Source: an optimization exercise on an open RTL-to-GDS flow (aim: small area). Production flows keep margins and buffers that such runs may drop.
The RTL was checked by simulation tests, not by an equivalence proof against the original design.
Power is estimated from default activity; no workload was simulated. No driver is modelled on the clock port, so clocking that relies on it looks cheaper here than on a real chip.

Setup of run 1:
==> flow/design.v (excerpt) <==
module proc_top (
  input  logic        clk,
  input  logic        reset,
  output logic [31:0] imem_addr_o,
  input  logic [31:0] imem_data_i,
  input  logic [31:0] mngr2proc_data_i,
  input  logic        mngr2proc_val_i,
  output logic        mngr2proc_rdy_o,
  output logic [31:0] proc2mngr_data_o,
  output logic        proc2mngr_val_o,
  input  logic        proc2mngr_rdy_i
);
clock: 10.0 ns
lec_check: 0
cap_margin: 20
core_margin: 2
core_utilization: 60
place_density: 0.7
slew_margin: 20
standard.sh (not shown) runs the stock make flow with config.mk's settings and CLKGATE_MAP_FILE= SYNTH_SCRIPT=/design/flow/synth_recipe.tcl, a recipe that flattens the netlist after the stock synthesis.
==> flow/flow/run.sh <==
#!/bin/bash
# The standard layout (standard.sh's make command) with these changes:
#  - synthesis runs flow/synth_area.tcl: the standard synthesis script with an area-oriented
#    ABC mapping script (flow/abc_map.script); registers are mapped before ABC and unchanged;
#  - the port buffers are sky130_fd_sc_hd__buf_1 cells;
#  - the clock tree uses clkbuf_16 leaf buffers on clusters of at most 32 flip-flops, without
#    dummy loads.
# All tool logs go to orfs/logs/ (ORFS's own per-step logs) and make_finish.log.
set -euo pipefail
here=$(pwd)
export FLOW_ABC_SCRIPT="$here/flow/abc_map.script"
export BUFFER_PORTS_ARGS="-buffer_cell sky130_fd_sc_hd__buf_1"
export CTS_ARGS="-sink_clustering_enable -repair_clock_nets -sink_clustering_size 30 -sink_clustering_max_diameter 80 -buf_list sky130_fd_sc_hd__buf_12 -dont_use_dummy_load"
grep -q 'SYNTH_SCRIPT=[^ ]*synth_recipe.tcl' standard.sh
sed "s#SYNTH_SCRIPT=[^ ]*synth_recipe.tcl#SYNTH_SCRIPT=$here/flow/synth_area.tcl#" standard.sh > standard_area.sh
bash standard_area.sh > make_finish.log 2>&1
==> flow/flow/abc_map.script <==
strash
dch
amap
topo
==> flow/flow/synth_area.tcl <==
# synth_recipe.tcl (the standard synthesis) with one change: ABC maps the logic with an
# area-oriented script (flow/abc_map.script) instead of ORFS's speed script. Flip-flops are
# mapped before ABC runs, so the registers, their names and cells stay those of the standard
# synthesis.
proc synth {args} { yosys synth -nofsm -noshare {*}$args }
proc abc {args} {
  set i [lsearch -exact $args -script]
  if {$i >= 0} { set args [lreplace $args [expr {$i + 1}] [expr {$i + 1}] $::env(FLOW_ABC_SCRIPT)] }
  yosys abc {*}$args
}
source $::env(SCRIPTS_DIR)/synth.tcl
# left out here: clear keep_hierarchy, flatten, clean up, hide names made inside functions, write 1_2_yosys.v
Run 1 finished end to end and its layout was clean on timing, DRC and antenna.
--- input diff run 1..run 2 ---
# run 1
export LEC_CHECK = 0
export CAP_MARGIN = 20
export CORE_MARGIN = 2
export CORE_UTILIZATION = 60
export PLACE_DENSITY = 0.7
export SLEW_MARGIN = 20
create_clock -name core_clock -period 10.0 [get_ports {clk}]
# run 2
export LEC_CHECK = 0
export CAP_MARGIN = 20
export CORE_MARGIN = 2
export CORE_UTILIZATION = 70
export PLACE_DENSITY = 0.8
export SLEW_MARGIN = 20
create_clock -name core_clock -period 10.0 [get_ports {clk}]
==> flow/flow/run.sh <==
#!/bin/bash
# The standard layout (standard.sh, unchanged synthesis), with two settings passed to ORFS:
# the port buffers are sky130_fd_sc_hd__buf_1 cells, and the clock tree uses clkbuf_16 leaf
# buffers on clusters of at most 32 flip-flops, without dummy loads.
set -euo pipefail
export BUFFER_PORTS_ARGS="-buffer_cell sky130_fd_sc_hd__buf_1"
export CTS_ARGS="-sink_clustering_enable -repair_clock_nets -sink_clustering_size 28 -sink_clustering_max_diameter 80 -buf_list sky130_fd_sc_hd__buf_12 -dont_use_dummy_load"
bash standard.sh > make_finish.log 2>&1
removed: flow/flow/abc_map.script
removed: flow/flow/synth_area.tcl
Findings:
Diff run 1 -> run 2 | setup slack of the critical path after layout | increase of 0.10 ns
Run 2 reports its uppermost metal layer occupied by signal nets as met5 while run 1 reports met4.
Between run 1 and run 2, final standard cell utilization of the core is lower for run 1, run 2 comes in above that.
Diff run 1 -> run 2: sequential area share after synthesis saw a decrease; switching share of power saw an increase.
What run 3 does differently from run 2 at the input level:
# run 2
export LEC_CHECK = 0
export CAP_MARGIN = 20
export CORE_MARGIN = 2
export CORE_UTILIZATION = 70
export PLACE_DENSITY = 0.8
export SLEW_MARGIN = 20
create_clock -name core_clock -period 10.0 [get_ports {clk}]
# run 3
export LEC_CHECK = 0
export CAP_MARGIN = 20
export CORE_MARGIN = 2
export CORE_UTILIZATION = 60
export PLACE_DENSITY = 0.7
export SLEW_MARGIN = 20
create_clock -name core_clock -period 10.0 [get_ports {clk}]
==> flow/flow/run.sh <==
#!/bin/bash
# The standard layout (standard.sh's make command) with these changes:
#  - synthesis runs flow/synth_area.tcl: the standard synthesis script with an area-oriented
#    ABC mapping script (flow/abc_map.script); registers are mapped before ABC and unchanged;
#  - the port buffers are sky130_fd_sc_hd__buf_1 cells;
#  - the clock tree uses clkbuf_16 leaf buffers on clusters of at most 32 flip-flops, without
#    dummy loads.
# All tool logs go to orfs/logs/ (ORFS's own per-step logs) and make_finish.log.
set -euo pipefail
here=$(pwd)
export FLOW_ABC_SCRIPT="$here/flow/abc_map.script"
export BUFFER_PORTS_ARGS="-buffer_cell sky130_fd_sc_hd__buf_1"
export CTS_ARGS="-sink_clustering_enable -repair_clock_nets -sink_clustering_size 26 -sink_clustering_max_diameter 80 -buf_list sky130_fd_sc_hd__buf_12 -dont_use_dummy_load"
grep -q 'SYNTH_SCRIPT=[^ ]*synth_recipe.tcl' standard.sh
sed "s#SYNTH_SCRIPT=[^ ]*synth_recipe.tcl#SYNTH_SCRIPT=$here/flow/synth_area.tcl#" standard.sh > standard_area.sh
bash standard_area.sh > make_finish.log 2>&1
==> flow/flow/abc_map.script (new file) <==
strash
dch
amap
topo
==> flow/flow/synth_area.tcl (new file) <==
# synth_recipe.tcl (the standard synthesis) with one change: ABC maps the logic with an
# area-oriented script (flow/abc_map.script) instead of ORFS's speed script. Flip-flops are
# mapped before ABC runs, so the registers, their names and cells stay those of the standard
# synthesis.
proc synth {args} { yosys synth -nofsm -noshare {*}$args }
proc abc {args} {
  set i [lsearch -exact $args -script]
  if {$i >= 0} { set args [lreplace $args [expr {$i + 1}] [expr {$i + 1}] $::env(FLOW_ABC_SCRIPT)] }
  yosys abc {*}$args
}
source $::env(SCRIPTS_DIR)/synth.tcl
# left out here: clear keep_hierarchy, flatten, clean up, hide names made inside functions, write 1_2_yosys.v
==> summary.txt <==
- Combinational family with the most area after synthesis = compound AO/OA/AOI/OAI gates: run 3; combinational family with the most area after synthesis = multiplexers: run 2
- Between run 3 and run 2, non-clock buffer count is lower for run 2, run 3 comes in above that.
- Sort run 3 and run 2 by time the worst path needs with I/O delays and setup, descending, and run 3 comes first.
- Note that the number of instances in the placed design recorded for run 2 amounts to 0.934 times the value seen in run 3.
- Compared with run 2, the router placed more vias in run 3.
- Run 3: synthesized instance count is 29 higher than what run 2 reported.
- Run 3 vs run 2: final cell count up in run 3
For run 4, these inputs were changed with respect to run 3:
--- a/flow/flow/run.sh
+++ b/flow/flow/run.sh
@@ -13 +13 @@
-export CTS_ARGS="-sink_clustering_enable -repair_clock_nets -sink_clustering_size 26 -sink_clustering_max_diameter 80 -buf_list sky130_fd_sc_hd__buf_12 -dont_use_dummy_load"
+export CTS_ARGS="-sink_clustering_enable -repair_clock_nets -sink_clustering_size 34 -sink_clustering_max_diameter 80 -buf_list sky130_fd_sc_hd__buf_12 -dont_use_dummy_load"
--- outcome ---
- Comparing run 4 and run 3, the lower fraction of area in clock buffers and inverters was measured on run 4.
- The share of cell area taken by multi-input logic gates of run 4 and that of run 3 are within noise of each other.
- Run 4 and run 3 ended up with nearly the same clock latency on the worst-skew pair.
- Relative to run 3, share of layout cells above drive strength 1 has gone down in run 4.
- Comparing run 4 and run 3, the higher via count was measured on run 3.
- Count of clock-buffer cells in the layout, run 4 vs run 3: down by more than 10%
- Run 4 against run 3: final layout net count saw a decrease; met3 routed wirelength saw a decrease.

==> afterwards: timing with drivers on the ports <==
The results above use ideal ports. As a check the final layouts listed here were re-extracted and re-timed, cells and wires unchanged.
Step 1 (the two cells are an assumption about what drives the block):
set clk [get_ports {clk}]
set_driving_cell -lib_cell sky130_fd_sc_hd__clkbuf_16 $clk
set_driving_cell -lib_cell sky130_fd_sc_hd__buf_2 [delete_from_list [all_inputs] $clk]
Step 2 times the ports against the registers' clock, not the clock port: input delays grow and output delays shrink by t, the midpoint of the rising clock arrivals with the driver on.
Slacks: ideal / step 1 / step 2; pairs: ideal / step 1.
run | shift t [ns] | slack for setup (ns) | worst hold slack (ns) | slew at the worst register clock pin (ns) | worst data-port slew with drivers (ns)
run 1 | 0.546 | 3.170 / 3.118 / 3.664 | 0.276 / 0.276 / 0.276 | 0.11 / 0.11 | 0.05
run 2 | 0.570 | 3.272 / 3.214 / 3.784 | 0.285 / 0.285 / 0.285 | 0.11 / 0.11 | 0.04
run 3 | 0.560 | 3.164 / 3.113 / 3.673 | 0.288 / 0.288 / 0.288 | 0.10 / 0.10 | 0.05
run 4 | 0.544 | 3.075 / 3.023 / 3.568 | 0.305 / 0.305 / 0.305 | 0.12 / 0.12 | 0.05
After both steps every run listed still meets setup and hold.
